What follows belongs to an exercise in optimizing a design on an open flow for a short achievable clock period and few clock cycles; a production flow would make more cautious choices. In this exercise RTL edits were held to simulation tests only and were not proved equivalent to the original. Power is estimated from default activity; no workload was simulated.

### config.mk
export PLATFORM = sky130hd
export DESIGN_NAME = cpu_top
export DESIGN_NICKNAME = cpu_top
export VERILOG_FILES = /design/flow/design.v
export SDC_FILE = /design/flow/constraint.sdc
export NUM_CORES = 4
export LEC_CHECK = 0
export CAP_MARGIN = 20
export CORE_MARGIN = 2
export CORE_UTILIZATION = 30
export SLEW_MARGIN = 20
export SYNTH_HIERARCHICAL = 1
export SYNTH_MINIMUM_KEEP_SIZE = 0
### constraint.sdc
create_clock -name core_clock -period 14.0 [get_ports {CLK}]
set_input_delay 2.8000 -clock core_clock [delete_from_list [all_inputs] [get_ports {CLK}]]
set_output_delay 2.8000 -clock core_clock [all_outputs]
set_load 0.01 [all_outputs]
### design.v
`timescale 1ns/1ps
package mips_pkg;
   typedef logic [31:0] word_t;
   typedef logic [4:0]  reg_addr_t;
   typedef enum logic [5:0] {
      OP_RTYPE = 6'h00, OP_J     = 6'h02, OP_JAL  = 6'h03, OP_BEQ   = 6'h04,
      OP_BNE   = 6'h05, OP_ADDIU = 6'h09, OP_SLTI = 6'h0a, OP_SLTIU = 6'h0b,
      OP_ANDI  = 6'h0c, OP_ORI   = 6'h0d, OP_XORI = 6'h0e, OP_LUI   = 6'h0f,
      OP_LB    = 6'h20, OP_LH    = 6'h21, OP_LW   = 6'h23, OP_LBU   = 6'h24,
      OP_LHU   = 6'h25, OP_SB    = 6'h28, OP_SH   = 6'h29, OP_SW    = 6'h2b
   } opcode_e;
   typedef enum logic [5:0] {
      FN_SLL  = 6'h00, FN_SRL  = 6'h02, FN_SRA = 6'h03, FN_JR   = 6'h08,
      FN_ADDU = 6'h21, FN_SUBU = 6'h23, FN_AND = 6'h24, FN_OR   = 6'h25,
      FN_XOR  = 6'h26, FN_NOR  = 6'h27, FN_SLT = 6'h2a, FN_SLTU = 6'h2b
   } funct_e;
   typedef enum logic [3:0] {
      ALU_ADD, ALU_SUB, ALU_AND, ALU_OR, ALU_XOR, ALU_NOR,
      ALU_SLT, ALU_SLTU, ALU_SLL, ALU_SRL, ALU_SRA, ALU_LUI
   } alu_op_e;
   typedef enum logic [1:0] {MEM_BYTE = 2'b00, MEM_HALF = 2'b01, MEM_WORD = 2'b11} mem_size_e;
   typedef enum logic [1:0] {SRC_A_REG, SRC_A_SHAMT, SRC_A_ZERO} src_a_e;
   typedef enum logic [1:0] {SRC_B_REG, SRC_B_IMM, SRC_B_UPPER, SRC_B_LINK} src_b_e;
   typedef enum logic [1:0] {DST_RT, DST_RD, DST_R31} reg_dst_e;
   typedef enum logic [2:0] {FLOW_NONE, FLOW_BEQ, FLOW_BNE, FLOW_J, FLOW_JR} flow_e;
   typedef struct packed {
      alu_op_e   alu_op;
      src_a_e    src_a;
      src_b_e    src_b;
      reg_dst_e  reg_dst;
      flow_e     flow;
      logic      reg_write;
      logic      imm_signed;   
      logic      mem_read;
      logic      mem_write;
      mem_size_e mem_size;
      logic      mem_signed;   
      logic      link;         
      logic      uses_rs;      
      logic      uses_rt;      
   } ctrl_t;
endpackage
`timescale 1ns/1ps
module alu (
   input  mips_pkg::word_t   a,
   input  mips_pkg::word_t   b,
   input  mips_pkg::alu_op_e op,
   output mips_pkg::word_t   y
);
   logic [4:0] shamt;
   assign shamt = a[4:0];   
   always_comb begin
      case (op)
         mips_pkg::ALU_ADD:  y = a + b;
         mips_pkg::ALU_SUB:  y = a - b;
         mips_pkg::ALU_AND:  y = a & b;
         mips_pkg::ALU_OR:   y = a | b;
         mips_pkg::ALU_XOR:  y = a ^ b;
         mips_pkg::ALU_NOR:  y = ~(a | b);
         mips_pkg::ALU_SLT:  y = {31'b0, $signed(a) < $signed(b)};
         mips_pkg::ALU_SLTU: y = {31'b0, a < b};
         mips_pkg::ALU_SLL:  y = b << shamt;
         mips_pkg::ALU_SRL:  y = b >> shamt;
         mips_pkg::ALU_SRA:  y = $signed(b) >>> shamt;
         mips_pkg::ALU_LUI:  y = {b[15:0], 16'h0000};
         default:  y = '0;
      endcase
   end
endmodule
module addr_adder (
   input  mips_pkg::word_t a,
   input  mips_pkg::word_t b,
   output mips_pkg::word_t s
);
   logic [31:0] g [0:5];
   logic [31:0] p [0:5];
   assign g[0] = a & b;
   assign p[0] = a ^ b;
   for (genvar k = 1; k <= 5; k++) begin : lvl
      localparam int D = 1 << (k - 1);
      for (genvar i = 0; i < 32; i++) begin : bit_
         if (i >= D) begin : pair
            assign g[k][i] = g[k-1][i] | (p[k-1][i] & g[k-1][i-D]);
            assign p[k][i] = p[k-1][i] & p[k-1][i-D];
         end else begin : pass
            assign g[k][i] = g[k-1][i];
            assign p[k][i] = p[k-1][i];
         end
      end
   end
   assign s = p[0] ^ {g[5][30:0], 1'b0};
endmodule
module zero_flag (
   input  mips_pkg::word_t   a,
   input  mips_pkg::word_t   b,
   input  mips_pkg::alu_op_e op,
   output logic              zero,
   output logic              known
);
   logic lt_s, lt_u;
   assign lt_u = a < b;
   assign lt_s = $signed(a) < $signed(b);
   always_comb begin
      known = 1'b1;
      case (op)
         mips_pkg::ALU_ADD:  zero = (a ^ b) == {a[30:0] | b[30:0], 1'b0};
         mips_pkg::ALU_SUB:  zero = a == b;
         mips_pkg::ALU_AND:  zero = (a & b) == 32'd0;
         mips_pkg::ALU_OR:   zero = (a | b) == 32'd0;
         mips_pkg::ALU_XOR:  zero = a == b;
         mips_pkg::ALU_NOR:  zero = (a | b) == 32'hffff_ffff;
         mips_pkg::ALU_SLT:  zero = !lt_s;
         mips_pkg::ALU_SLTU: zero = !lt_u;
         mips_pkg::ALU_LUI:  zero = b[15:0] == 16'd0;
         default: begin
            zero  = 1'b0;
            known = 1'b0;
         end
      endcase
   end
endmodule
module word_mux2 (
   input  logic            sel,
   input  mips_pkg::word_t a,
   input  mips_pkg::word_t b,
   output mips_pkg::word_t y
);
   assign y = sel ? a : b;
endmodule
`timescale 1ns/1ps
module reg_file (
   input  logic                CLK,
   input  logic                we,
   input  logic [31:1]         sel1,
   input  logic [31:1]         sel2,
   input  mips_pkg::reg_addr_t wa,
   input  mips_pkg::word_t     wd,
   output mips_pkg::word_t     rd1,
   output mips_pkg::word_t     rd2
);
   logic [31:1][31:0] regs;
   always_ff @(posedge CLK) begin
      for (int i = 1; i < 32; i++)
         if (we && wa == i[4:0]) regs[i] <= wd;
   end
   rf_mux mux1_i (.sel(sel1), .q(regs), .y(rd1));
   rf_mux mux2_i (.sel(sel2), .q(regs), .y(rd2));
endmodule
module onehot5 (
   input  mips_pkg::reg_addr_t a,
   output logic [31:1]         sel
);
   always_comb
      for (int i = 1; i < 32; i++) sel[i] = a == i[4:0];
endmodule
module rf_mux (
   input  logic [31:1]        sel,
   input  logic [31:1][31:0]  q,
   output mips_pkg::word_t    y
);
   always_comb begin
      y = '0;
      for (int i = 1; i < 32; i++) y = y | ({32{sel[i]}} & q[i]);
   end
endmodule
`timescale 1ns/1ps
module branch_unit (
   input  mips_pkg::word_t instr,
   input  mips_pkg::word_t pc_ds,        
   input  mips_pkg::word_t ras,          
   output logic            is_br,        
   output logic            jump,         
   output logic            back,         
   output mips_pkg::word_t br_target,
   output mips_pkg::word_t jump_target
);
   logic [5:0]  op;
   logic [15:0] lo;
   logic        c;
   logic [13:0] hi_inc, hi_dec;
   assign op    = instr[31:26];
   assign is_br = op == 6'h04 || op == 6'h05;
   assign jump  = op == 6'h02 || op == 6'h03 || (op == 6'h00 && instr[5:0] == 6'h08);
   assign back  = instr[15] || op[0];   
   add16c lo_i (.a(pc_ds[17:2]), .b(instr[15:0]), .s(lo), .c(c));
   inc_dec14 hi_i (.a(pc_ds[31:18]), .inc(hi_inc), .dec(hi_dec));
   hi_select sel_i (.hi(pc_ds[31:18]), .inc(hi_inc), .dec(hi_dec), .c(c), .neg(instr[15]),
                    .lo(lo), .low2(pc_ds[1:0]), .target(br_target));
   assign jump_target = (op == 6'h00) ? ras : {pc_ds[31:28], instr[25:0], 2'b00};
endmodule
module add16c (
   input  logic [15:0] a,
   input  logic [15:0] b,
   output logic [15:0] s,
   output logic        c
);
   assign {c, s} = {1'b0, a} + {1'b0, b};
endmodule
module inc_dec14 (
   input  logic [13:0] a,
   output logic [13:0] inc,
   output logic [13:0] dec
);
   assign inc = a + 14'd1;
   assign dec = a - 14'd1;
endmodule
module hi_select (
   input  logic [13:0] hi,
   input  logic [13:0] inc,
   input  logic [13:0] dec,
   input  logic        c,
   input  logic        neg,
   input  logic [15:0] lo,
   input  logic [1:0]  low2,
   output mips_pkg::word_t target
);
   assign target = {(c == neg) ? hi : c ? inc : dec, lo, low2};
endmodule
module zero_view (
   input  logic                e_we,
   input  mips_pkg::reg_addr_t e_dest,
   input  logic                e_known,
   input  logic                e_zero,
   input  logic                m_we,
   input  mips_pkg::reg_addr_t m_dest,
   input  logic                m_known,
   input  logic                m_zero,
   input  logic                w_we,
   input  mips_pkg::reg_addr_t w_dest,
   input  logic                w_known,
   input  logic                w_zero,
   input  logic [31:1]         zf,
   output logic [31:1]         z,
   output logic [31:1]         k
);
   always_comb begin
      for (int i = 1; i < 32; i++) begin
         if (e_we && e_dest == i[4:0]) begin
            z[i] = e_zero;
            k[i] = e_known;
         end else if (m_we && m_dest == i[4:0]) begin
            z[i] = m_zero;
            k[i] = m_known;
         end else if (w_we && w_dest == i[4:0]) begin
            z[i] = w_zero;
            k[i] = w_known;
         end else begin
            z[i] = zf[i];
            k[i] = 1'b1;
         end
      end
   end
endmodule
module early_br (
   input  mips_pkg::reg_addr_t rs,
   input  mips_pkg::reg_addr_t rt,
   input  logic [31:1]         sel_s,    
   input  logic                bne,
   input  logic [31:1]         z,
   input  logic [31:1]         k,
   output logic                known,
   output logic                taken
);
   logic rs_z, rs_known;
   assign rs_z     = (rs == 5'd0) || |(sel_s & z);
   assign rs_known = (rs == 5'd0) || |(sel_s & k);
   always_comb begin
      known = 1'b0;
      taken = 1'b0;
      if (rs == rt) begin
         known = 1'b1;
         taken = !bne;
      end else if (rt == 5'd0 && rs_known) begin
         known = 1'b1;
         taken = rs_z ^ bne;
      end
   end
endmodule
`timescale 1ns/1ps
module load_store_align (
   input  mips_pkg::word_t     st_data,
   input  mips_pkg::mem_size_e st_size,
   input  logic [1:0]          st_offset,
   output mips_pkg::word_t     wdata,
   output logic [3:0]          be,
   input  mips_pkg::word_t     ld_raw,
   input  mips_pkg::mem_size_e ld_size,
   input  logic                ld_signed,
   input  logic [1:0]          ld_offset,
   output mips_pkg::word_t     ld_data
);
   mips_pkg::word_t       ld_shifted;
   logic [7:0]  byte_lane;
   logic [15:0] half_lane;
   always_comb begin
      case (st_size)
         mips_pkg::MEM_BYTE: begin
            wdata = {24'b0, st_data[7:0]} << {~st_offset, 3'b000};
            be    = 4'b1000 >> st_offset;
         end
         mips_pkg::MEM_HALF: begin
            wdata = st_offset[1] ? {16'b0, st_data[15:0]} : {st_data[15:0], 16'b0};
            be    = st_offset[1] ? 4'b0011 : 4'b1100;
         end
         default: begin
            wdata = st_data;
            be    = 4'b1111;
         end
      endcase
   end
   assign ld_shifted = ld_raw >> {~ld_offset, 3'b000};
   assign byte_lane  = ld_shifted[7:0];
   assign half_lane  = ld_offset[1] ? ld_raw[15:0] : ld_raw[31:16];
   always_comb begin
      case (ld_size)
         mips_pkg::MEM_BYTE: ld_data = {{24{ld_signed & byte_lane[7]}}, byte_lane};
         mips_pkg::MEM_HALF: ld_data = {{16{ld_signed & half_lane[15]}}, half_lane};
         default:  ld_data = ld_raw;
      endcase
   end
endmodule
`timescale 1ns/1ps
module control_decode (
   input  mips_pkg::word_t   instr,
   output mips_pkg::ctrl_t   ctrl
);
   logic [5:0] opcode;
   logic [5:0] funct;
   assign opcode = instr[31:26];
   assign funct  = instr[5:0];
   always_comb begin
      ctrl.alu_op     = mips_pkg::ALU_ADD;
      ctrl.src_a      = mips_pkg::SRC_A_REG;
      ctrl.src_b      = mips_pkg::SRC_B_IMM;
      ctrl.reg_dst    = mips_pkg::DST_RT;
      ctrl.flow       = mips_pkg::FLOW_NONE;
      ctrl.reg_write  = 1'b0;
      ctrl.imm_signed = 1'b1;
      ctrl.mem_read   = 1'b0;
      ctrl.mem_write  = 1'b0;
      ctrl.mem_size   = mips_pkg::mem_size_e'(instr[27:26]);
      ctrl.mem_signed = ~instr[28];
      ctrl.link       = 1'b0;
      ctrl.uses_rs    = 1'b1;
      ctrl.uses_rt    = 1'b0;
      case (opcode)
         mips_pkg::OP_RTYPE: begin
            ctrl.src_b     = mips_pkg::SRC_B_REG;
            ctrl.reg_dst   = mips_pkg::DST_RD;
            ctrl.reg_write = 1'b1;
            ctrl.uses_rt   = 1'b1;
            case (funct)
               mips_pkg::FN_ADDU: ctrl.alu_op = mips_pkg::ALU_ADD;
               mips_pkg::FN_SUBU: ctrl.alu_op = mips_pkg::ALU_SUB;
               mips_pkg::FN_AND:  ctrl.alu_op = mips_pkg::ALU_AND;
               mips_pkg::FN_OR:   ctrl.alu_op = mips_pkg::ALU_OR;
               mips_pkg::FN_XOR:  ctrl.alu_op = mips_pkg::ALU_XOR;
               mips_pkg::FN_NOR:  ctrl.alu_op = mips_pkg::ALU_NOR;
               mips_pkg::FN_SLT:  ctrl.alu_op = mips_pkg::ALU_SLT;
               mips_pkg::FN_SLTU: ctrl.alu_op = mips_pkg::ALU_SLTU;
               mips_pkg::FN_SLL:  ctrl.alu_op = mips_pkg::ALU_SLL;
               mips_pkg::FN_SRL:  ctrl.alu_op = mips_pkg::ALU_SRL;
               mips_pkg::FN_SRA:  ctrl.alu_op = mips_pkg::ALU_SRA;
               mips_pkg::FN_JR: begin
                  ctrl.flow      = mips_pkg::FLOW_JR;
                  ctrl.reg_write = 1'b0;
               end
               default: ctrl.reg_write = 1'b0;
            endcase
            if (instr[5:2] == 4'b0000) begin
               ctrl.src_a   = mips_pkg::SRC_A_SHAMT;
               ctrl.uses_rs = 1'b0;
            end
         end
         mips_pkg::OP_ADDIU, mips_pkg::OP_SLTI, mips_pkg::OP_SLTIU, mips_pkg::OP_ANDI,
         mips_pkg::OP_ORI, mips_pkg::OP_XORI: begin
            ctrl.reg_write  = 1'b1;
            ctrl.imm_signed = ~instr[28];
            case (opcode)
               mips_pkg::OP_SLTI:  ctrl.alu_op = mips_pkg::ALU_SLT;
               mips_pkg::OP_SLTIU: ctrl.alu_op = mips_pkg::ALU_SLTU;
               mips_pkg::OP_ANDI:  ctrl.alu_op = mips_pkg::ALU_AND;
               mips_pkg::OP_ORI:   ctrl.alu_op = mips_pkg::ALU_OR;
               mips_pkg::OP_XORI:  ctrl.alu_op = mips_pkg::ALU_XOR;
               default:            ctrl.alu_op = mips_pkg::ALU_ADD;
            endcase
         end
         mips_pkg::OP_LUI: begin
            ctrl.reg_write = 1'b1;
            ctrl.alu_op    = mips_pkg::ALU_OR;
            ctrl.src_a     = mips_pkg::SRC_A_ZERO;
            ctrl.src_b     = mips_pkg::SRC_B_UPPER;
            ctrl.uses_rs   = 1'b0;
         end
         mips_pkg::OP_LB, mips_pkg::OP_LH, mips_pkg::OP_LW, mips_pkg::OP_LBU, mips_pkg::OP_LHU: begin
            ctrl.mem_read  = 1'b1;
            ctrl.reg_write = 1'b1;
         end
         mips_pkg::OP_SB, mips_pkg::OP_SH, mips_pkg::OP_SW: begin
            ctrl.mem_write = 1'b1;
            ctrl.uses_rt   = 1'b1;
         end
         mips_pkg::OP_BEQ: begin
            ctrl.flow    = mips_pkg::FLOW_BEQ;
            ctrl.src_b   = mips_pkg::SRC_B_REG;
            ctrl.uses_rt = 1'b1;
         end
         mips_pkg::OP_BNE: begin
            ctrl.flow    = mips_pkg::FLOW_BNE;
            ctrl.src_b   = mips_pkg::SRC_B_REG;
            ctrl.uses_rt = 1'b1;
         end
         mips_pkg::OP_J: begin
            ctrl.flow    = mips_pkg::FLOW_J;
            ctrl.uses_rs = 1'b0;
         end
         mips_pkg::OP_JAL: begin
            ctrl.flow      = mips_pkg::FLOW_J;
            ctrl.link      = 1'b1;
            ctrl.src_a     = mips_pkg::SRC_A_ZERO;
            ctrl.src_b     = mips_pkg::SRC_B_LINK;
            ctrl.reg_dst   = mips_pkg::DST_R31;
            ctrl.reg_write = 1'b1;
            ctrl.uses_rs   = 1'b0;
         end
         default: ctrl.flow = mips_pkg::FLOW_NONE;
      endcase
   end
endmodule
`timescale 1ns/1ps
module datapath #(
   parameter mips_pkg::word_t RESET_PC = 32'h0000_0000
) (
   input  logic            CLK,
   input  logic            rst,
   output mips_pkg::word_t imem_addr,
   input  mips_pkg::word_t imem_rdata,
   output mips_pkg::word_t dmem_addr,
   output mips_pkg::word_t dmem_wdata,
   output logic [3:0]      dmem_be,
   output logic            dmem_we,
   output logic            dmem_re,
   input  mips_pkg::word_t dmem_rdata
);
   mips_pkg::word_t pc;                    
   mips_pkg::word_t pc_q4, pc_q8;          
   logic            rst_q;
   logic            squash_q;              
   logic            skid_v;                
   mips_pkg::word_t skid;
   mips_pkg::word_t skid_pc4, skid_pc8;
   mips_pkg::word_t ras;
   logic            in_valid, a_valid, stall, stall_in, adv, take;
   mips_pkg::word_t instr, a_pc8;
   mips_pkg::ctrl_t ctrl, ctrl_in, ctrl_sk;
   mips_pkg::reg_addr_t rs_in, rt_in, rs_sk, rt_sk, dest;
   mips_pkg::word_t rd1, rd2, rs_val_in, rt_val_in, rs_val, rt_val, h_rs, h_rt;
   mips_pkg::word_t imm_ext, op_a, op_b;
   logic            e_hit_s, m_hit_s, w_hit_s, e_hit_t, m_hit_t, w_hit_t;
   logic            is_br_in, jump_in, back_in, is_br_sk, jump_sk, back_sk;
   logic            early_known, early_taken, pt_in, pt_sk, pred_taken, a_is_br;
   mips_pkg::word_t br_target_in, jump_target_in, br_target_sk, jump_target_sk;
   mips_pkg::word_t br_target, jump_target, a_target, pc_seq, pc_d;
   logic [31:1]     zf;                    
   logic [31:1]     sel_s, sel_t;          
   logic [31:1]     zv, kv;                
   logic            e_slow, eld_s_in, eld_t_in, mld_s_in, mld_t_in, mld_s_sk, mld_t_sk;
   logic            late_s, late_t;
   logic            e_we, e_load, e_store, e_signed, e_br, e_bne, e_jr, e_pred;
   mips_pkg::alu_op_e e_op;
   mips_pkg::mem_size_e e_size;
   mips_pkg::reg_addr_t e_dest;
   mips_pkg::word_t e_a, e_b, e_st, e_y, e_addr, e_target, e_after, st_wdata;
   mips_pkg::word_t e_ma, e_mi;            
   logic [3:0]      st_be;
   logic            e_taken, e_zero, redirect;
   logic            e_zf, e_zf_known;      
   logic            e_late_a, e_late_b, e_late_ma, e_late_st;
   mips_pkg::word_t a_eff, b_eff, ma_eff, st_eff, e_y_late;
   mips_pkg::word_t redirect_pc;
   logic            m_we, m_load, m_store, m_signed, m_zero;
   mips_pkg::mem_size_e m_size;
   mips_pkg::reg_addr_t m_dest;
   mips_pkg::word_t m_y, m_addr, m_wdata;
   logic [3:0]      m_be;
   logic            w_we, w_load, w_signed, w_zero, w_value_zero;
   mips_pkg::mem_size_e w_size;
   mips_pkg::reg_addr_t w_dest;
   mips_pkg::word_t w_y, ld_data, ld_alu, w_value;
   logic [1:0]      w_off;
   assign imem_addr = pc;
   assign in_valid  = !(rst_q || squash_q);
   assign a_valid   = skid_v || in_valid;
   assign instr     = skid_v ? skid : imem_rdata;
   assign a_pc8     = skid_v ? skid_pc8 : pc_q8;
   control_decode decode_i    (.instr(instr),      .ctrl(ctrl));
   control_decode decode_in_i (.instr(imem_rdata), .ctrl(ctrl_in));
   control_decode decode_sk_i (.instr(skid),       .ctrl(ctrl_sk));
   assign rs_in = imem_rdata[25:21];
   assign rt_in = imem_rdata[20:16];
   assign rs_sk = skid[25:21];
   assign rt_sk = skid[20:16];
   always_comb begin
      case (ctrl.reg_dst)
         mips_pkg::DST_RD:  dest = instr[15:11];
         mips_pkg::DST_R31: dest = 5'd31;
         default:           dest = instr[20:16];
      endcase
   end
   onehot5 dec_s_i (.a(rs_in), .sel(sel_s));
   onehot5 dec_t_i (.a(rt_in), .sel(sel_t));
   reg_file regs_i (
      .CLK  (CLK),
      .we   (w_we),
      .sel1 (sel_s),
      .sel2 (sel_t),
      .wa  (w_dest),
      .wd  (w_value),
      .rd1 (rd1),
      .rd2 (rd2)
   );
   assign e_hit_s = e_we && e_dest == rs_in;
   assign m_hit_s = m_we && m_dest == rs_in;
   assign w_hit_s = w_we && w_dest == rs_in;
   assign e_hit_t = e_we && e_dest == rt_in;
   assign m_hit_t = m_we && m_dest == rt_in;
   assign w_hit_t = w_we && w_dest == rt_in;
   always_comb begin
      if (e_hit_s)      rs_val_in = e_y;
      else if (m_hit_s) rs_val_in = m_y;
      else if (w_hit_s) rs_val_in = w_value;
      else              rs_val_in = rd1;
      if (e_hit_t)      rt_val_in = e_y;
      else if (m_hit_t) rt_val_in = m_y;
      else if (w_hit_t) rt_val_in = w_value;
      else              rt_val_in = rd2;
      if (!skid_v)                      rs_val = rs_val_in;
      else if (m_we && m_dest == rs_sk) rs_val = m_y;
      else if (w_we && w_dest == rs_sk) rs_val = w_value;
      else                              rs_val = h_rs;
      if (!skid_v)                      rt_val = rt_val_in;
      else if (m_we && m_dest == rt_sk) rt_val = m_y;
      else if (w_we && w_dest == rt_sk) rt_val = w_value;
      else                              rt_val = h_rt;
   end
   assign e_slow   = e_load || e_late_a || e_late_b;
   assign eld_s_in = ctrl_in.uses_rs && e_slow && e_hit_s;
   assign eld_t_in = ctrl_in.uses_rt && e_slow && e_hit_t;
   assign mld_s_in = ctrl_in.uses_rs && m_load && m_hit_s && !e_hit_s;
   assign mld_t_in = ctrl_in.uses_rt && m_load && m_hit_t && !e_hit_t;
   assign mld_s_sk = ctrl_sk.uses_rs && m_load && m_we && m_dest == rs_sk;
   assign mld_t_sk = ctrl_sk.uses_rt && m_load && m_we && m_dest == rt_sk;
   assign stall_in = eld_s_in || eld_t_in;
   assign stall    = !skid_v && in_valid && stall_in;
   assign late_s   = skid_v ? mld_s_sk : mld_s_in;
   assign late_t   = skid_v ? mld_t_sk : mld_t_in;
   assign adv      = a_valid && !stall;
   branch_unit bu_in_i (
      .instr       (imem_rdata),
      .pc_ds       (pc_q4),
      .ras         (ras),
      .is_br       (is_br_in),
      .jump        (jump_in),
      .back        (back_in),
      .br_target   (br_target_in),
      .jump_target (jump_target_in)
   );
   branch_unit bu_sk_i (
      .instr       (skid),
      .pc_ds       (skid_pc4),
      .ras         (ras),
      .is_br       (is_br_sk),
      .jump        (jump_sk),
      .back        (back_sk),
      .br_target   (br_target_sk),
      .jump_target (jump_target_sk)
   );
   zero_view zview_i (
      .e_we    (e_we),
      .e_dest  (e_dest),
      .e_known (!e_slow && e_zf_known),
      .e_zero  (e_zf),
      .m_we    (m_we),
      .m_dest  (m_dest),
      .m_known (!m_load),
      .m_zero  (m_zero),
      .w_we    (w_we),
      .w_dest  (w_dest),
      .w_known (!w_load),
      .w_zero  (w_zero),
      .zf      (zf),
      .z       (zv),
      .k       (kv)
   );
   early_br early_i (
      .rs      (rs_in),
      .rt      (rt_in),
      .sel_s   (sel_s),
      .bne     (imem_rdata[26]),
      .z       (zv),
      .k       (kv),
      .known   (early_known),
      .taken   (early_taken)
   );
   assign pt_in       = jump_in || (is_br_in && (early_known ? early_taken : back_in));
   assign pt_sk       = jump_sk || (is_br_sk && back_sk);
   assign pred_taken  = skid_v ? pt_sk : pt_in;
   assign a_is_br     = skid_v ? is_br_sk : is_br_in;
   assign br_target   = skid_v ? br_target_sk : br_target_in;
   assign jump_target = skid_v ? jump_target_sk : jump_target_in;
   assign take        = adv && pred_taken;
   assign a_target    = a_is_br ? br_target : jump_target;
   assign pc_seq      = redirect ? redirect_pc : stall ? pc : pc + 32'd4;
   word_mux2 pc_mux_i (.sel(take && !redirect), .a(a_target), .b(pc_seq), .y(pc_d));
   assign imm_ext = ctrl.imm_signed ? {{16{instr[15]}}, instr[15:0]} : {16'b0, instr[15:0]};
   always_comb begin
      case (ctrl.src_a)
         mips_pkg::SRC_A_SHAMT: op_a = {27'b0, instr[10:6]};
         mips_pkg::SRC_A_ZERO:  op_a = '0;
         default:               op_a = rs_val;
      endcase
      case (ctrl.src_b)
         mips_pkg::SRC_B_IMM:   op_b = imm_ext;
         mips_pkg::SRC_B_UPPER: op_b = {instr[15:0], 16'h0000};
         mips_pkg::SRC_B_LINK:  op_b = a_pc8;
         default:               op_b = rt_val;
      endcase
   end
   always_ff @(posedge CLK) begin
      rst_q <= rst;
      pc_q4 <= pc + 32'd4;
      pc_q8 <= pc + 32'd8;
      if (rst) begin
         pc       <= RESET_PC;
         skid_v   <= 1'b0;
         squash_q <= 1'b0;
      end else begin
         squash_q <= redirect;
         skid_v   <= stall;
         pc <= pc_d;
      end
      skid     <= instr;
      skid_pc4 <= skid_v ? skid_pc4 : pc_q4;
      skid_pc8 <= a_pc8;
      h_rs     <= rs_val;
      h_rt     <= rt_val;
      if (rst)                   ras <= '0;
      else if (adv && ctrl.link) ras <= a_pc8;
      if (w_we) zf[w_dest] <= w_value_zero;
   end
   always_ff @(posedge CLK) begin
      if (rst || !adv) begin
         e_we    <= 1'b0;
         e_load  <= 1'b0;
         e_store <= 1'b0;
         e_br    <= 1'b0;
         e_jr    <= 1'b0;
      end else begin
         e_we    <= ctrl.reg_write && dest != 5'd0;
         e_load  <= ctrl.mem_read;
         e_store <= ctrl.mem_write;
         e_br    <= ctrl.flow == mips_pkg::FLOW_BEQ || ctrl.flow == mips_pkg::FLOW_BNE;
         e_jr    <= ctrl.flow == mips_pkg::FLOW_JR;
      end
      e_bne    <= ctrl.flow == mips_pkg::FLOW_BNE;
      e_late_a  <= late_s && ctrl.src_a == mips_pkg::SRC_A_REG;
      e_late_b  <= late_t && ctrl.src_b == mips_pkg::SRC_B_REG;
      e_late_ma <= late_s;
      e_late_st <= late_t;
      e_pred   <= pred_taken;
      e_target <= a_target;
      e_after  <= a_pc8;
      e_op     <= ctrl.alu_op;
      e_size   <= ctrl.mem_size;
      e_signed <= ctrl.mem_signed;
      e_dest   <= dest;
      e_a      <= op_a;
      e_b      <= op_b;
      e_st     <= rt_val;
      e_ma     <= rs_val;
      e_mi     <= {{16{instr[15]}}, instr[15:0]};
   end
   alu alu_i      (.a(e_a),   .b(e_b),   .op(e_op), .y(e_y));
   alu alu_late_i (.a(a_eff), .b(b_eff), .op(e_op), .y(e_y_late));
   assign a_eff  = e_late_a ? ld_alu : e_a;
   assign b_eff  = e_late_b ? ld_alu : e_b;
   assign ma_eff = e_late_ma ? ld_data : e_ma;
   assign st_eff = e_late_st ? ld_data : e_st;
   addr_adder addr_i (.a(ma_eff), .b(e_mi), .s(e_addr));
   assign e_zero  = e_y == 32'd0;
   zero_flag zf_i (.a(e_a), .b(e_b), .op(e_op), .zero(e_zf), .known(e_zf_known));
   assign e_taken = (a_eff == b_eff) ^ e_bne;
   always_comb begin
      redirect    = 1'b0;
      redirect_pc = e_pred ? e_after : e_target;
      if (e_br) begin
         redirect = e_taken != e_pred;
      end else if (e_jr) begin
         redirect    = a_eff != e_target;
         redirect_pc = a_eff;
      end
   end
   load_store_align align_alu_i (
      .st_data   (st_eff),
      .st_size   (e_size),
      .st_offset (e_addr[1:0]),
      .wdata     (),
      .be        (),
      .ld_raw    (dmem_rdata),
      .ld_size   (w_size),
      .ld_signed (w_signed),
      .ld_offset (w_off),
      .ld_data   (ld_alu)
   );
   load_store_align align_i (
      .st_data   (st_eff),
      .st_size   (e_size),
      .st_offset (e_addr[1:0]),
      .wdata     (st_wdata),
      .be        (st_be),
      .ld_raw    (dmem_rdata),
      .ld_size   (w_size),
      .ld_signed (w_signed),
      .ld_offset (w_off),
      .ld_data   (ld_data)
   );
   always_ff @(posedge CLK) begin
      if (rst) begin
         m_we    <= 1'b0;
         m_load  <= 1'b0;
         m_store <= 1'b0;
      end else begin
         m_we    <= e_we;
         m_load  <= e_load;
         m_store <= e_store;
      end
      m_dest   <= e_dest;
      m_y      <= e_y_late;
      m_addr   <= e_addr;
      m_wdata  <= st_wdata;
      m_be     <= st_be;
      m_size   <= e_size;
      m_signed <= e_signed;
   end
   assign m_zero     = m_y == 32'd0;
   assign dmem_addr  = m_addr;
   assign dmem_wdata = m_wdata;
   assign dmem_be    = m_be;
   assign dmem_we    = m_store && !rst;
   assign dmem_re    = m_load && !rst;
   always_ff @(posedge CLK) begin
      if (rst) begin
         w_we   <= 1'b0;
         w_load <= 1'b0;
      end else begin
         w_we   <= m_we;
         w_load <= m_load;
      end
      w_dest   <= m_dest;
      w_y      <= m_y;
      w_zero   <= m_zero;
      w_off    <= m_addr[1:0];
      w_size   <= m_size;
      w_signed <= m_signed;
   end
   assign w_value      = w_load ? ld_data : w_y;
   assign w_value_zero = w_load ? ld_data == 32'd0 : w_zero;
endmodule
`timescale 1ns/1ps
module cpu_top #(
   parameter mips_pkg::word_t RESET_PC = 32'h0000_0000
) (
   input  logic            CLK,
   input  logic            rst,
   output mips_pkg::word_t imem_addr,
   input  mips_pkg::word_t imem_rdata,
   output mips_pkg::word_t dmem_addr,
   output mips_pkg::word_t dmem_wdata,
   output logic [3:0]      dmem_be,
   output logic            dmem_we,
   output logic            dmem_re,
   input  mips_pkg::word_t dmem_rdata
);
   datapath #(.RESET_PC(RESET_PC)) datapath_i (
      .CLK        (CLK),
      .rst        (rst),
      .imem_addr  (imem_addr),
      .imem_rdata (imem_rdata),
      .dmem_addr  (dmem_addr),
      .dmem_wdata (dmem_wdata),
      .dmem_be    (dmem_be),
      .dmem_we    (dmem_we),
      .dmem_re    (dmem_re),
      .dmem_rdata (dmem_rdata)
   );
endmodule
### flow/run.sh
#!/bin/bash
# Standard ORFS layout, with
#  - timing repair aimed 8.2 ns below the clock period (the design is
#    expected to close near 6 ns; the constraint stays the design's),
#  - ports buffered with plain buffers rather than delay cells,
#  - rst placed beside dmem_we and dmem_re.
set -euo pipefail
here=$(pwd)
bash standard.sh \
   SETUP_SLACK_MARGIN=8.2 \
   "BUFFER_PORTS_ARGS=-buffer_cell sky130_fd_sc_hd__buf_6" \
   IO_CONSTRAINTS=$here/flow/io.tcl \
   finish > standard.log 2>&1
### flow/io.tcl
# rst reaches dmem_we and dmem_re through one gate: keep the three pins together
set_io_pin_constraint -group -order -pin_names {dmem_we rst dmem_re}
### standard.sh
#!/bin/bash
# synth_recipe.tcl (not shown) runs the flow's synth.tcl, then flattens the netlist and writes it again
# the make line also repeats each setting of config.mk as NAME=value (left out here)
make -C /OpenROAD-flow-scripts/flow DESIGN_CONFIG=/design/flow/config.mk WORK_HOME=/design/flow/orfs CLKGATE_MAP_FILE= SYNTH_SCRIPT=/design/flow/synth_recipe.tcl "${@:-finish}"
==> run summary, run 1 <==
----------------------------------------------------
[Yosys]
  Net count after synthesis ... 10.7k
  Area of the mapped netlist ... ~0.10 mm^2
  Synthesized area per cell ... 10.0 um^2
  Synthesis Warnings ... 19
  Synthesized netlist cell count ... 10.2k

[Worst setup path]
  Startpoint types ... primary input
  Worst reg-to-reg setup slack ... roughly 8.1 ns
  Delay-heaviest family, CP ... buffers and inverters
  Endpoint type of the worst setup path ... output pin
  Arrival time worst endpoint ... 3.40 ns
  Required @ worst endpoint ... 11.20 ns
  Critical Path, Cell by Cell ... buf_16, nor2_4, buf_6
  Worst Reg-to-Reg Cells ... 25
  Worst Setup Path Type ... in2out
  Crit Reg-Reg Endpoint ... datapath_i.pc[29]$_SDFF_PP0_
  Startpoint of the lowest-slack register-to-register path ... datapath_i.e_op[2]$_DFF_P_
  Maximum fanout count along the critical path ... 3
  Slowest CP cell ... sky130_fd_sc_hd__nor2_4
  Slowest cell delay on critical path ... 0.28 ns
  Number of buffers and inverters on the critical path ... 2

[STA]
  Final-layout setup total negative slack ... 0 ns
  Post-route minimum period ... slightly above 6 ns
  Fmax achieved ... ~0.16 GHz
  Ratio of final minimum period to clock period ... 44.3%
  Number of max-slew violations in the final report ... 0
  Number of hold violations in the final report ... 0
  Pin slew with the least headroom to its limit ... 1.29 ns
  Worst setup skew after layout ... 0.113 ns
  Setup-violating endpoint count in the final report ... 0
  Max-slew headroom ... 11.6%
  Setup repair after global routing missed its margin ... true

[Routing]
  Initial DRT Pass Iterations ... 10
  Avg Vias per Cell ... 6.23
  Via count ... 92.8k
  Number of DRC violations after detailed-routing iteration 0 ... 14.9k
  Remaining number of nets flagged by the antenna check after routing ... 0
  Avg WL per Cell ... 32.7 um
  Final wirelength ... 488000 um
  Number of remaining DRC errors ... 0

[Finish]
  Post-synthesis to final-layout area growth ... 15.5%
  NumNets Final ... 10.7k
  Fraction of final layout cells sized beyond drive strength 1 ... ~18%
  Layout Cells excl Fill ... 14.9k

[Floorplan]
  Die area ... 0.347 mm^2
  Top-level I/O count ... between 150 and 200
  Die Y ... 589 um
  Number of placement rows ... roughly 210
  Die X-Extent ... 589 um
  Area inside the core boundary ... 0.340 mm^2
  Effective utilization at floorplan ... between 30% and 40%

[Pwr]
  Maximum ir drop on the vdd rail ... 0.0000983 V
  Total power draw ... between 0.015 and 0.02 W
  Leakage dissipation ... 42.0 nW
  Power per standard cell area ... roughly 130 mW/mm^2

[Global route]
  GR Util All Layers ... 26.7%
  Grt ovf ... 0
  Via count of the first global-routing pass ... 84.0k
  Met3 track demand over resource in global routing ... under 10%
  Grt met2 use ... 37.9%
  Highest-utilization routing layer at the global route stage ... met2
  First-pass GRT wire length ... between 600000 and 700000 um
  Number of antenna violations at the first check in global routing ... 41
  Global routing met1 resource utilization ... between 30% and 40%
  Largest net degree at the start of global routing ... 81

[Clocking]
  TritonCTS clock tree ... yes
  Clock sinks ... about 1.6k
  Clock latency of the later-clocked register in the worst-skew pair ... 0.91 ns
  Max Buffers Root-to-Sink ... 4
  CTS clk-pin slew, worst paths ... around 0.050 ns
  Clock buffers created by TritonCTS ... 184
  Buffer cell driving the clock tree root ... sky130_fd_sc_hd__clkbuf_16
  Total of hold buffers inserted after clock tree synthesis ... 0
  CTS H-tree depth ... 4

[Placement]
  GP Congestion ... between 1 and 1.5
  DP Cell Count ... 14.4k
  Detailed placer's ending HPWL ... 341000 um
  PortBufs ... 167

[Hold path]
  Worst Min Path Start ... datapath_i.m_size[1]$_DFF_P_
  Endpoint of the worst hold-timing path ... datapath_i.w_size[1]$_DFF_P_
  Hold WC Path Type ... reg2reg
  Count of cells along the worst hold path ... 0

[Status]
  Run status ... no timing/DRC/antenna violations

[Flow run]
  Number of violations of the max-capacitance limit ... 0

----------------------------------------------------
==> sequential cells by signal, summed over array words and instances (netlist names), 5 cells and up <==
signal	flops
datapath_i.regs_i.regs	992
datapath_i.e_a	32
datapath_i.e_b	32
datapath_i.e_ma	32
datapath_i.e_st	32
datapath_i.e_target	32
datapath_i.m_addr	32
datapath_i.m_wdata	32
datapath_i.m_y	32
datapath_i.pc	32
datapath_i.pc_q8	32
datapath_i.ras	32
datapath_i.skid	32
datapath_i.skid_pc4	32
datapath_i.skid_pc8	32
datapath_i.w_y	32
datapath_i.zf	31
datapath_i.pc_q4	30
datapath_i.e_dest	5
datapath_i.m_dest	5
datapath_i.w_dest	5
==> area by class of cell <==
| type | count | area, um^2 |
|---|---|---|
| well taps | 4536 | 5680 |
| clock inverters | 98 | 1040 |
| multi-input cells | 7386 | 56900 |
| fillers | 34200 | 222000 |
| repair buffers | 614 | 5880 |
| inverters | 430 | 1730 |
| clock buffers | 226 | 4980 |
| flip-flops and latches | 1587 | 42400 |
| diodes | 17 | 42.5 |
| repair inverters | 4 | 28.8 |
==> report_power, final <==
group	total (W)	switching [W]	internal, W
Combinational	0.00481	0.00326	0.00155
Clock	0.00494	0.00206	0.00287
Sequential	0.00589	0.000313	0.00558
==> stage by stage <==
| stage | worst slack, ns | instance area (um^2) | hold slack [ns] | util, % |
|---|---|---|---|---|
| after floorplan | 7.61 | 103000 | 0.310 | - |
| after global placement | 5.91 | 109000 | 0.311 | 32.1 |
| after detailed placement | 5.91 | 109000 | 0.312 | 32.1 |
| after CTS | 7.81 | 117000 | 0.325 | 34.4 |
| after global routing | 7.78 | 119000 | 0.328 | 34.8 |
| final | 7.80 | 119000 | 0.325 | 34.9 |
==> layer usage <==
layer | share of wire (%) | wire length, um
met5 | 0.028 | 136
met4 | 7.0 | 34300
met3 | 13 | 62900
met2 | 41 | 198000
met1 | 40 | 193000
==> cell usage in the layout (no fill, tap or decap), drive strengths merged, types with 36 or more instances in the layout <==
| cell type | instances |
|---|---|
| a211oi | 162 |
| a21o | 87 |
| a21oi | 454 |
| a221o | 42 |
| a221oi | 132 |
| a222oi | 104 |
| a22o | 118 |
| a22oi | 818 |
| a31oi | 66 |
| and2 | 49 |
| and3 | 54 |
| buf | 607 |
| clkbuf | 228 |
| clkinv | 71 |
| dfxtp | 532 |
| edfxtp | 1055 |
| ha | 374 |
| inv | 430 |
| mux2 | 309 |
| mux2i | 473 |
| mux4 | 62 |
| nand2 | 650 |
| nand2b | 78 |
| nand3 | 352 |
| nand4 | 210 |
| nor2 | 667 |
| nor2b | 151 |
| nor3 | 146 |
| nor4 | 120 |
| o211ai | 132 |
| o21ai | 442 |
| o22ai | 39 |
| o311ai | 36 |
| o31ai | 41 |
| or4 | 85 |
| xnor2 | 169 |
| xor2 | 197 |
==> repair_timing <==
action / 4_1_cts / 5_1_grt
cloned: 12 / 3
setup buffers: 92 / 56
pin swaps: 26 / 57
resized for setup: 275 / 209
setup endpoints to repair: 101 / 128
==> worst max path at each step <==
stage             startpoint                         end  slack [ns]  cells past startpoint
6_report                 rst                     dmem_re        7.80                      3
5_1_grt                  rst                     dmem_re        7.78                      3
4_1_cts                  rst                     dmem_re        7.81                      3
3_5_place_dp   dmem_rdata[9]  datapath_i.m_y[25]$_DFF_P_        5.91                     18
3_3_place_gp   dmem_rdata[9]  datapath_i.m_y[25]$_DFF_P_        5.91                     18
2_1_floorplan  dmem_rdata[7]  datapath_i.m_y[27]$_DFF_P_        7.61                     17
Testbench counts, summed over its fixed seeds: cycles 83,047.
==> inputs of run 2 (changes only) <==
--- a/design.v
+++ b/design.v
@@ -465,6 +465,7 @@
    logic [31:1]     sel_s, sel_t;          
    logic [31:1]     zv, kv;                
    logic            e_slow, eld_s_in, eld_t_in, mld_s_in, mld_t_in, mld_s_sk, mld_t_sk;
+   logic            late_ok_s_in, late_ok_t_in, late_ok_s_sk, late_ok_t_sk, stall_sk;
    logic            late_s, late_t;
    logic            e_we, e_load, e_store, e_signed, e_br, e_bne, e_jr, e_pred;
    mips_pkg::alu_op_e e_op;
@@ -475,8 +476,8 @@
    logic [3:0]      st_be;
    logic            e_taken, e_zero, redirect;
    logic            e_zf, e_zf_known;      
-   logic            e_late_a, e_late_b, e_late_ma, e_late_st;
-   mips_pkg::word_t a_eff, b_eff, ma_eff, st_eff, e_y_late;
+   logic            e_late_ma, e_late_st;
+   mips_pkg::word_t ma_eff, st_eff;
    mips_pkg::word_t redirect_pc;
    logic            m_we, m_load, m_store, m_signed, m_zero;
    mips_pkg::mem_size_e m_size;
@@ -486,7 +487,7 @@
    logic            w_we, w_load, w_signed, w_zero, w_value_zero;
    mips_pkg::mem_size_e w_size;
    mips_pkg::reg_addr_t w_dest;
-   mips_pkg::word_t w_y, ld_data, ld_alu, w_value;
+   mips_pkg::word_t w_y, ld_data, w_value;
    logic [1:0]      w_off;
    assign imem_addr = pc;
    assign in_valid  = !(rst_q || squash_q);
@@ -543,15 +544,20 @@
       else if (w_we && w_dest == rt_sk) rt_val = w_value;
       else                              rt_val = h_rt;
    end
-   assign e_slow   = e_load || e_late_a || e_late_b;
-   assign eld_s_in = ctrl_in.uses_rs && e_slow && e_hit_s;
-   assign eld_t_in = ctrl_in.uses_rt && e_slow && e_hit_t;
+   assign late_ok_s_in = ctrl_in.mem_read || ctrl_in.mem_write;
+   assign late_ok_t_in = ctrl_in.mem_write;
+   assign late_ok_s_sk = ctrl_sk.mem_read || ctrl_sk.mem_write;
+   assign late_ok_t_sk = ctrl_sk.mem_write;
+   assign e_slow   = e_load;
+   assign eld_s_in = ctrl_in.uses_rs && e_load && e_hit_s;
+   assign eld_t_in = ctrl_in.uses_rt && e_load && e_hit_t;
    assign mld_s_in = ctrl_in.uses_rs && m_load && m_hit_s && !e_hit_s;
    assign mld_t_in = ctrl_in.uses_rt && m_load && m_hit_t && !e_hit_t;
    assign mld_s_sk = ctrl_sk.uses_rs && m_load && m_we && m_dest == rs_sk;
    assign mld_t_sk = ctrl_sk.uses_rt && m_load && m_we && m_dest == rt_sk;
-   assign stall_in = eld_s_in || eld_t_in;
-   assign stall    = !skid_v && in_valid && stall_in;
+   assign stall_in = eld_s_in || eld_t_in || (mld_s_in && !late_ok_s_in) || (mld_t_in && !late_ok_t_in);
+   assign stall_sk = (mld_s_sk && !late_ok_s_sk) || (mld_t_sk && !late_ok_t_sk);
+   assign stall    = skid_v ? stall_sk : (in_valid && stall_in);
    assign late_s   = skid_v ? mld_s_sk : mld_s_in;
    assign late_t   = skid_v ? mld_t_sk : mld_t_in;
    assign adv      = a_valid && !stall;
@@ -663,8 +669,6 @@
          e_jr    <= ctrl.flow == mips_pkg::FLOW_JR;
       end
       e_bne    <= ctrl.flow == mips_pkg::FLOW_BNE;
-      e_late_a  <= late_s && ctrl.src_a == mips_pkg::SRC_A_REG;
-      e_late_b  <= late_t && ctrl.src_b == mips_pkg::SRC_B_REG;
       e_late_ma <= late_s;
       e_late_st <= late_t;
       e_pred   <= pred_taken;
@@ -680,38 +684,23 @@
       e_ma     <= rs_val;
       e_mi     <= {{16{instr[15]}}, instr[15:0]};
    end
-   alu alu_i      (.a(e_a),   .b(e_b),   .op(e_op), .y(e_y));
-   alu alu_late_i (.a(a_eff), .b(b_eff), .op(e_op), .y(e_y_late));
-   assign a_eff  = e_late_a ? ld_alu : e_a;
-   assign b_eff  = e_late_b ? ld_alu : e_b;
+   alu alu_i (.a(e_a), .b(e_b), .op(e_op), .y(e_y));
    assign ma_eff = e_late_ma ? ld_data : e_ma;
    assign st_eff = e_late_st ? ld_data : e_st;
    addr_adder addr_i (.a(ma_eff), .b(e_mi), .s(e_addr));
    assign e_zero  = e_y == 32'd0;
    zero_flag zf_i (.a(e_a), .b(e_b), .op(e_op), .zero(e_zf), .known(e_zf_known));
-   assign e_taken = (a_eff == b_eff) ^ e_bne;
+   assign e_taken = (e_a == e_b) ^ e_bne;
    always_comb begin
       redirect    = 1'b0;
       redirect_pc = e_pred ? e_after : e_target;
       if (e_br) begin
          redirect = e_taken != e_pred;
       end else if (e_jr) begin
-         redirect    = a_eff != e_target;
-         redirect_pc = a_eff;
+         redirect    = e_a != e_target;
+         redirect_pc = e_a;
       end
    end
-   load_store_align align_alu_i (
-      .st_data   (st_eff),
-      .st_size   (e_size),
-      .st_offset (e_addr[1:0]),
-      .wdata     (),
-      .be        (),
-      .ld_raw    (dmem_rdata),
-      .ld_size   (w_size),
-      .ld_signed (w_signed),
-      .ld_offset (w_off),
-      .ld_data   (ld_alu)
-   );
    load_store_align align_i (
       .st_data   (st_eff),
       .st_size   (e_size),
@@ -735,7 +724,7 @@
          m_store <= e_store;
       end
       m_dest   <= e_dest;
-      m_y      <= e_y_late;
+      m_y      <= e_y;
       m_addr   <= e_addr;
       m_wdata  <= st_wdata;
       m_be     <= st_be;
--- a/config.mk
+++ b/config.mk
@@ -7,7 +7,7 @@
 export LEC_CHECK = 0
 export CAP_MARGIN = 20
 export CORE_MARGIN = 2
-export CORE_UTILIZATION = 30
+export CORE_UTILIZATION = 40
 export SLEW_MARGIN = 20
 export SYNTH_HIERARCHICAL = 1
 export SYNTH_MINIMUM_KEEP_SIZE = 0
==> run 2 against run 1 <==
  * Still clean on timing, DRC and antenna
  * Final cell count shrank 20%
  * Register-to-register slack gained 0.08 ns
  * Synthesized area shrank 10%
  * Worst setup slack gained 0.22 ns
  * Routed wire length shrank 14%
  * Clock skew shrank 0.038 ns
  * Critical path type unchanged
  * Critical endpoint unchanged
  * Largest cell class unchanged
==> run summary, run 2 <==
----------------------------------------------------
[Placement]
  PortBufs ... 167 (unchanged)
  Detailed placer's ending HPWL ... 284000 um (-17%)
  Placed cell area ... 0.0969 mm^2 (-11%)
  GP Congestion ... 1.01 (-4.4%)

[Worst setup path]
  Critical Path Source ... rst
  Critical path endpoint ... dmem_re
  Slowest CP cell ... sky130_fd_sc_hd__nor2_4
  Delay-heaviest family, CP ... buffers and inverters
  Required @ worst endpoint ... 11.20 ns (about the same)
  Slowest cell delay on critical path ... 0.13 ns (-0.15 ns)
  Startpoint types ... primary input
  Endpoint type of the worst setup path ... output pin
  Startpoint of the lowest-slack register-to-register path ... datapath_i.e_b[26]$_DFF_P_
  Maximum fanout count along the critical path ... 3 (unchanged)
  Crit Reg-Reg Endpoint ... datapath_i.pc[2]$_SDFF_PP0_
  Number of buffers and inverters on the critical path ... 2 (unchanged)
  Critical Path, Cell by Cell ... buf_16, nor2_4, buf_6
  Worst Reg-to-Reg Cells ... 23 (-8.0%)
  Worst Setup Path Type ... in2out
  Arrival time worst endpoint ... 3.18 ns (-0.22 ns)
  Worst reg-to-reg setup slack ... 8.14 ns (+0.08 ns)
  CP Depth ... 3 (unchanged)

[Routing]
  Remaining number of nets flagged by the antenna check after routing ... 0 (unchanged)
  Initial DRT Pass Iterations ... 10 (unchanged)
  Final wirelength ... 420000 um (-14%)
  Avg WL per Cell ... 35.2 um (+7.6%)
  Number of DRC violations after detailed-routing iteration 0 ... 12.1k (-19%)
  Via count ... 80.6k (-13%)
  Number of remaining DRC errors ... 0 (unchanged)
  Avg Vias per Cell ... 6.76 (+8.6%)

[Global route]
  Grt ovf ... 0 (unchanged)
  First-pass GRT wire length ... 579000 um (-13%)
  GR Util All Layers ... 34.1% (+7.4 points)
  Via count of the first global-routing pass ... 74.9k (-11%)
  Number of antenna violations at the first check in global routing ... 51 (+24%)
  Largest net degree at the start of global routing ... 75 (-7.4%)

[STA]
  Post-route minimum period ... 5.98 ns (-0.224 ns)
  Setup-violating endpoint count in the final report ... 0 (unchanged)
  Worst setup skew after layout ... 0.0745 ns (-0.0381 ns)
  Ratio of final minimum period to clock period ... 42.7% (-1.6 points)
  Pin slew with the least headroom to its limit ... 1.27 ns (-0.0150 ns)
  Number of max-slew violations in the final report ... 0 (unchanged)
  Fmax achieved ... 0.167 GHz (+3.7%)
  Number of hold violations in the final report ... 0 (unchanged)
  Final-layout setup total negative slack ... 0 ns (unchanged)
  Max-slew headroom ... 14.1% (+2.6 points)
  Setup repair after global routing missed its margin ... true

[Floorplan]
  Effective utilization at floorplan ... 40.2% (+10 points)
  Die X-Extent ... 484 um (-18%)
  Area inside the core boundary ... 0.229 mm^2 (-33%)
  Top-level I/O count ... 168 (unchanged)
  Number of placement rows ... 176 (-18%)
  Die area ... 0.234 mm^2 (-32%)
  Die Y ... 484 um (-18%)

[Pwr]
  Part of the power in registers ... 41.7% (+4.0 points)
  Total power draw ... 0.0140 W (-10%)
  Leakage dissipation ... 36.9 nW (-12%)
  Gate power share ... 24.5% (-6.2 points)
  Power per standard cell area ... 134 mW/mm^2 (+1.7%)
  Net switching power ... 0.00474 W (-16%)
  Maximum ir drop on the vdd rail ... 0.000107 V (+9.2%)
  Proportion of power drawn by the clock network ... 33.8% (+2.2 points)
  Switching share of power ... 33.8% (-2.2 points)
  Power Internal ... 0.00928 W (-7.2%)

[Finish]
  Final design area excluding fillers ... 0.105 mm^2 (-12%)
  Fraction of final layout cells sized beyond drive strength 1 ... 17.0% (-1.4 points)
  Post-synthesis to final-layout area growth ... 13.5%
  Commonest cells after routing, fill and taps aside ... sky130_fd_sc_hd__edfxtp_1, sky130_fd_sc_hd__a22oi_1, sky130_fd_sc_hd__nand2_1, sky130_fd_sc_hd__dfxtp_1, sky130_fd_sc_hd__nor2_1
  NumNets Final ... 9071 (-15%)
  Most common cell after layout, fill and taps aside ... sky130_fd_sc_hd__edfxtp_1
  Number of flip-flops under the largest register name ... 992 (unchanged)
  Reg with most FFs ... datapath_i.regs_i.regs

[Yosys]
  Synthesized netlist cell count ... 8747 (-15%)
  Net count after synthesis ... 9093 (-15%)
  Area of the mapped netlist ... 0.0922 mm^2 (-10%)
  Synthesis Warnings ... 19 (unchanged)
  Synthesized area per cell ... 10.5 um^2 (+5.2%)

[Flow run]
  Number of violations of the max-capacitance limit ... 0 (unchanged)

[Clocking]
  Max Buffers Root-to-Sink ... 3 (-1)
  CTS H-tree depth ... 4 (unchanged)
  Clock latency of the later-clocked register in the worst-skew pair ... 0.87 ns (-0.04 ns)
  CTS clk-pin slew, worst paths ... 0.06 ns (about the same)
  Clock buffers created by TritonCTS ... 173 (-6.0%)
  Buffer cell driving the clock tree root ... sky130_fd_sc_hd__clkbuf_16
  Clock sinks ... 1585 (-0.13%)
  TritonCTS clock tree ... yes

[Status]
  Run status ... no timing/DRC/antenna violations

[Hold path]
  Count of cells along the worst hold path ... 0 (unchanged)
  Hold WC Path Type ... reg2reg

----------------------------------------------------
## run 2: final cells by class
| cell class | instances | area (um^2) |
|---|---|---|
| antenna | 21 | 52.6 |
| multi-input combinational | 6174 | 46300 |
| fill | 21300 | 125000 |
| sequential | 1585 | 42400 |
| inverter | 271 | 1020 |
| timing repair buffer | 520 | 5190 |
| clock buffer | 218 | 4670 |
| clock inverter | 105 | 1190 |
| tap | 3026 | 3790 |
## run 2: worst min-delay path by stage
| stage | from | to | slack, ns |
|---|---|---|---|
| 6_report | datapath_i.m_size[1]$_DFF_P_ | datapath_i.w_size[1]$_DFF_P_ | 0.33 |
| 2_1_floorplan | datapath_i.e_signed$_DFF_P_ | datapath_i.m_signed$_DFF_P_ | 0.31 |
| 3_3_place_gp | datapath_i.m_size[1]$_DFF_P_ | datapath_i.w_size[1]$_DFF_P_ | 0.31 |
| 3_5_place_dp | datapath_i.m_size[1]$_DFF_P_ | datapath_i.w_size[1]$_DFF_P_ | 0.32 |
| 5_1_grt | datapath_i.m_size[1]$_DFF_P_ | datapath_i.w_size[1]$_DFF_P_ | 0.34 |
| 4_1_cts | datapath_i.m_size[1]$_DFF_P_ | datapath_i.w_size[1]$_DFF_P_ | 0.33 |
## run 2: per-layer routing
layer	routed length (um)	GRT usage, %	vias up
met5	237	0	-
met3	47200	8.70	1155
met2	181000	51.2	5709
met4	29000	19.8	34
met1	162000	44.5	39900
li1	-	-	33800
## run 2: timing repair
action	4_1_cts	5_1_grt
hold buffers	0	0
endpoints found under the setup margin	70	81
cloned	2	6
pin swaps	4	17
setup buffers	11	64
gates resized for setup	53	167
## run 2: power by group through the flow
stage	Clock (W)	Sequential, W	Combinational (W)
2_1_floorplan	0	0.00583	0.00173
3_3_place_gp	0	0.00594	0.00313
3_5_place_dp	0	0.00594	0.00315
4_1_cts	0.00477	0.00584	0.00318
5_1_grt	0.00496	0.00586	0.00355
6_report	0.00474	0.00585	0.00343
## run 2: worst register-to-register path, cell delays in order, from the launching register on
cell and delay, ns:
sky130_fd_sc_hd__dfxtp_1 0.37, sky130_fd_sc_hd__buf_4 0.24, sky130_fd_sc_hd__ha_1 0.22, sky130_fd_sc_hd__nor4_1 0.82
sky130_fd_sc_hd__nand4_1 0.35, sky130_fd_sc_hd__o31ai_1 0.57, sky130_fd_sc_hd__nor4_4 0.12, sky130_fd_sc_hd__o21ai_4 0.20
sky130_fd_sc_hd__buf_12 0.21, sky130_fd_sc_hd__nand2_1 0.06, sky130_fd_sc_hd__o21ai_1 0.15, sky130_fd_sc_hd__a22o_1 0.19
sky130_fd_sc_hd__a221oi_2 0.04, sky130_fd_sc_hd__nand4_1 0.23, sky130_fd_sc_hd__nor4_4 0.09, sky130_fd_sc_hd__xnor2_1 0.16
sky130_fd_sc_hd__and2_1 0.15, sky130_fd_sc_hd__mux2_4 0.28, sky130_fd_sc_hd__a211oi_2 0.25, sky130_fd_sc_hd__a21oi_2 0.07
sky130_fd_sc_hd__and3_4 0.27, sky130_fd_sc_hd__clkbuf_16 0.22, sky130_fd_sc_hd__mux2_4 0.30, sky130_fd_sc_hd__nor2b_1 0.13
## run 2: stage by stage
stage	hold slack [ns]	setup WS (ns)	util [%]	instances
2_1_floorplan	0.310	8.01	-	8747
6_report	0.329	8.02	45.6	11900
3_5_place_dp	0.318	6.58	42.2	11500
4_1_cts	0.333	7.99	44.9	11800
3_3_place_gp	0.313	6.57	42.2	11500
5_1_grt	0.342	8.02	45.6	11900
Testbench counts of run 2, summed over its fixed seeds: cycles 83,948.

## re-timing with driven ports
In the flow no input, the clock included, has a driving cell. The finished layouts below were timed again as built, in two steps.
Step 1, drivers: a clkbuf_16 drives CLK and a buf_2 each remaining input, both assumed.
Step 2 also shifts input and output timing later by t, the mid clock arrival at the registers, as if the neighbouring blocks saw the same clock.
Slacks: ideal ports / drivers / drivers and shift; pairs: ideal ports / drivers.
run	t (ns)	setup slack, ns	hold WS [ns]	worst setup path after step 2	pins driven straight from the clock port
run 1	0.948	7.796 / 7.566 / 6.959	0.325 / 0.325 / 0.325	input to register	1
run 2	0.923	8.019 / 7.908 / 7.300	0.329 / 0.329 / 0.329	input to register	1
After both steps every run listed still meets setup and hold. The setup slack of run 1, which loses most, moves by -0.230 ns with the drivers and by -0.837 ns with both steps.
